This is an optimization exercise on Yosys and OpenROAD, whose aim is small area, not a production implementation. The RTL was checked by simulation tests, not by an equivalence proof against the original design. Power and IR drop assume default switching activity. The clock port is modelled as an ideal driver; clocking choices that lean on that would not hold on a real chip.

== P ==
// risc_trace_top
module risc_trace_top (
  input  logic        clk,
  input  logic        rst,
  input  logic        start,
  input  logic [31:0] pc_i,
  input  logic [31:0] instr_i,
  input  logic [31:0] wdata_i,
  input  logic        rd_en,
  output logic        core_rst,
  output logic        running,
  output logic        done,
  output logic        halt_det,
  output logic        timeout,
  output logic        overflow,
  output logic [31:0] cycle_cnt,
  output logic [4:0]  count,
  output logic        rd_valid,
  output logic [31:0] rd_pc,
  output logic [31:0] rd_instr,
  output logic [31:0] rd_wdata
);
Size: about 2600 cells after synthesis, roughly 1600 flip-flops, about 240 I/O pins.
Settings: LEC_CHECK=0, CAP_MARGIN=5, CORE_MARGIN=2, CORE_UTILIZATION=65, SLEW_MARGIN=5; clock period 5.0 ns.
standard.sh (not shown) runs the stock make flow with config.mk's settings and CLKGATE_MAP_FILE= SYNTH_SCRIPT=/design/flow/synth_recipe.tcl, a recipe that flattens the netlist after the stock synthesis.
==> flow/flow/run.sh <==
#!/bin/bash
# The standard layout (standard.sh) with these changes:
#  - the multiplexer modules risc_trace_rdmux and risc_trace_wrmux are
#    laid out from the cell-level netlists flow/rdmux_cells.v and
#    flow/wrmux_cells.v, put in their place in design.v before synthesis
#    (they have no registers; synthesis is otherwise the standard one);
#  - ABC maps the other combinational logic with two area-oriented &nf
#    passes (flow/abc_area_map.script) in place of ORFS's speed script;
#    registers are untouched, as dfflibmap maps them before ABC runs;
#  - input and output ports are buffered with the smallest buffer;
#  - CTS clusters up to 30 sinks per leaf buffer and adds no dummy loads.
set -euo pipefail
here=$(pwd)
python3 "$here/flow/swap_module.py" "$here/design.v" risc_trace_rdmux \
  "$here/flow/rdmux_cells.v" "$here/design_cells1.v" > swap_module.log 2>&1
python3 "$here/flow/swap_module.py" "$here/design_cells1.v" risc_trace_wrmux \
  "$here/flow/wrmux_cells.v" "$here/design_cells.v" >> swap_module.log 2>&1
rm -rf "$here/scripts_mod"
cp -r "$FLOW_HOME/scripts" "$here/scripts_mod"
cp "$here/flow/abc_area_map.script" "$here/scripts_mod/abc_speed.script"
bash standard.sh \
  "VERILOG_FILES=$here/design_cells.v" \
  "SCRIPTS_DIR=$here/scripts_mod" \
  "BUFFER_PORTS_ARGS=-buffer_cell sky130_fd_sc_hd__buf_1" \
  "CTS_ARGS=-sink_clustering_enable -repair_clock_nets -dont_use_dummy_load -sink_clustering_size 30 -sink_clustering_max_diameter 80" \
  finish > make_finish.log 2>&1
Other scripts of this flow, unchanged in this note and not shown: flow/flow/abc_area_map.script, flow/flow/rdmux_cells.v, flow/flow/swap_module.py, flow/flow/wrmux_cells.v
Per the final summary, P finished and its layout is clean on timing, DRC and antenna.
Modified inputs, Q compared to P
diff --git a/flow/config.mk b/flow/config.mk
--- a/flow/config.mk
+++ b/flow/config.mk
@@ -8 +8 @@
-export CAP_MARGIN = 5
+export CAP_MARGIN = 20
@@ -11 +11,3 @@
-export SLEW_MARGIN = 5
+export GPL_ROUTABILITY_DRIVEN = 0
+export GPL_TIMING_DRIVEN = 0
+export SLEW_MARGIN = 20
Findings:
Higher cell total after placement was reported by Q, not P.
Comparing Q and P, the higher total cell area at the placement stage was measured on Q.
~same met1 wire length in Q and P
Layout filler cell count (Q vs. P) increases slightly
For P, the endpoint of the most critical setup path was rd_pc[8], unlike Q, where it was rd_pc[0].
Flip-flop and latch share of the layout cell area (Q over P): decrease, 1.3 points
| worst setup slack | lower: P |
Compared Q vs P, and number of detailed-routing iterations run before antenna repair is down in Q.
> inputs changed (Q -> R)
diff --git a/flow/flow/run.sh b/flow/flow/run.sh
--- a/flow/flow/run.sh
+++ b/flow/flow/run.sh
@@ -25 +25 @@
-  "CTS_ARGS=-sink_clustering_enable -repair_clock_nets -dont_use_dummy_load -sink_clustering_size 30 -sink_clustering_max_diameter 80" \
+  "CTS_ARGS=-sink_clustering_enable -repair_clock_nets -dont_use_dummy_load -sink_clustering_size 33 -sink_clustering_max_diameter 60" \
diff --git a/flow/config.mk b/flow/config.mk
--- a/flow/config.mk
+++ b/flow/config.mk
@@ -11,2 +10,0 @@
-export GPL_ROUTABILITY_DRIVEN = 0
-export GPL_TIMING_DRIVEN = 0
Findings:
Diff Q -> R: fraction of final layout cells sized beyond drive strength 1 has decreased; detailed-route via count ~0 delta.
In R, the proportion of power drawn by flip-flops and latches came out 2.0 points above the value in Q.
On inverter count, Q and R are basically level.
In R, worst setup timing slack at the placement stage is lower than in Q.
Cmp R vs Q: number of clock-tree buffers in the layout higher in R
The inputs of S differ from those of R as listed below.
diff --git a/flow/flow/run.sh b/flow/flow/run.sh
--- a/flow/flow/run.sh
+++ b/flow/flow/run.sh
@@ -25 +25 @@
-  "CTS_ARGS=-sink_clustering_enable -repair_clock_nets -dont_use_dummy_load -sink_clustering_size 33 -sink_clustering_max_diameter 60" \
+  "CTS_ARGS=-sink_clustering_enable -repair_clock_nets -dont_use_dummy_load -sink_clustering_size 30 -sink_clustering_max_diameter 80" \
Findings:
- Having completed the whole flow, S delivered a layout that passed the timing, DRC and antenna checks.
- Compared with R, in S first-pass GRT wire length was more or less identical, final setup slack of the worst path increased 0.048 ns, period utilization now smaller.
- Diff R -> S | routed metal-1 wire length | up slightly
- Between S and R, it is S whose met1 usage is higher, by 0.34 points.
- From R to S the numbers moved as follows: diode insertion count for antenna repair shrank by 1; via count has increased; minimum clock period shrank by 0.048 ns; final cell count shows no meaningful change; average wire length per cell after detail routing climbed about 0.4%.

-- separate check: timing with driven ports --
How much do the figures lean on ideal ports? The routed layouts below were timed once more, with nothing changed but the port constraints. Step 1 sets driving cells, clkbuf_16 on the clock port and buf_2 on the other inputs (assumed; they add their load-dependent delay and slew). Step 2 also shifts input and output timing later by t, the mid clock arrival at the registers, as if the neighbouring blocks saw the same clock. a / b / c = ideal / step 1 / step 2; a / b = the first two.
| run | t (ns) | setup slack, ns | clock arrival spread, ns |
|---|---|---|---|
| P | 0.710 | 0.813 / 0.747 / 1.457 | 0.058 / 0.058 |
| Q | 0.705 | 1.168 / 1.098 / 1.646 | 0.039 / 0.039 |
| R | 0.705 | 0.765 / 0.700 / 1.405 | 0.064 / 0.064 |
| S | 0.710 | 0.813 / 0.747 / 1.457 | 0.058 / 0.058 |
After both steps setup and hold are still met in every run listed.
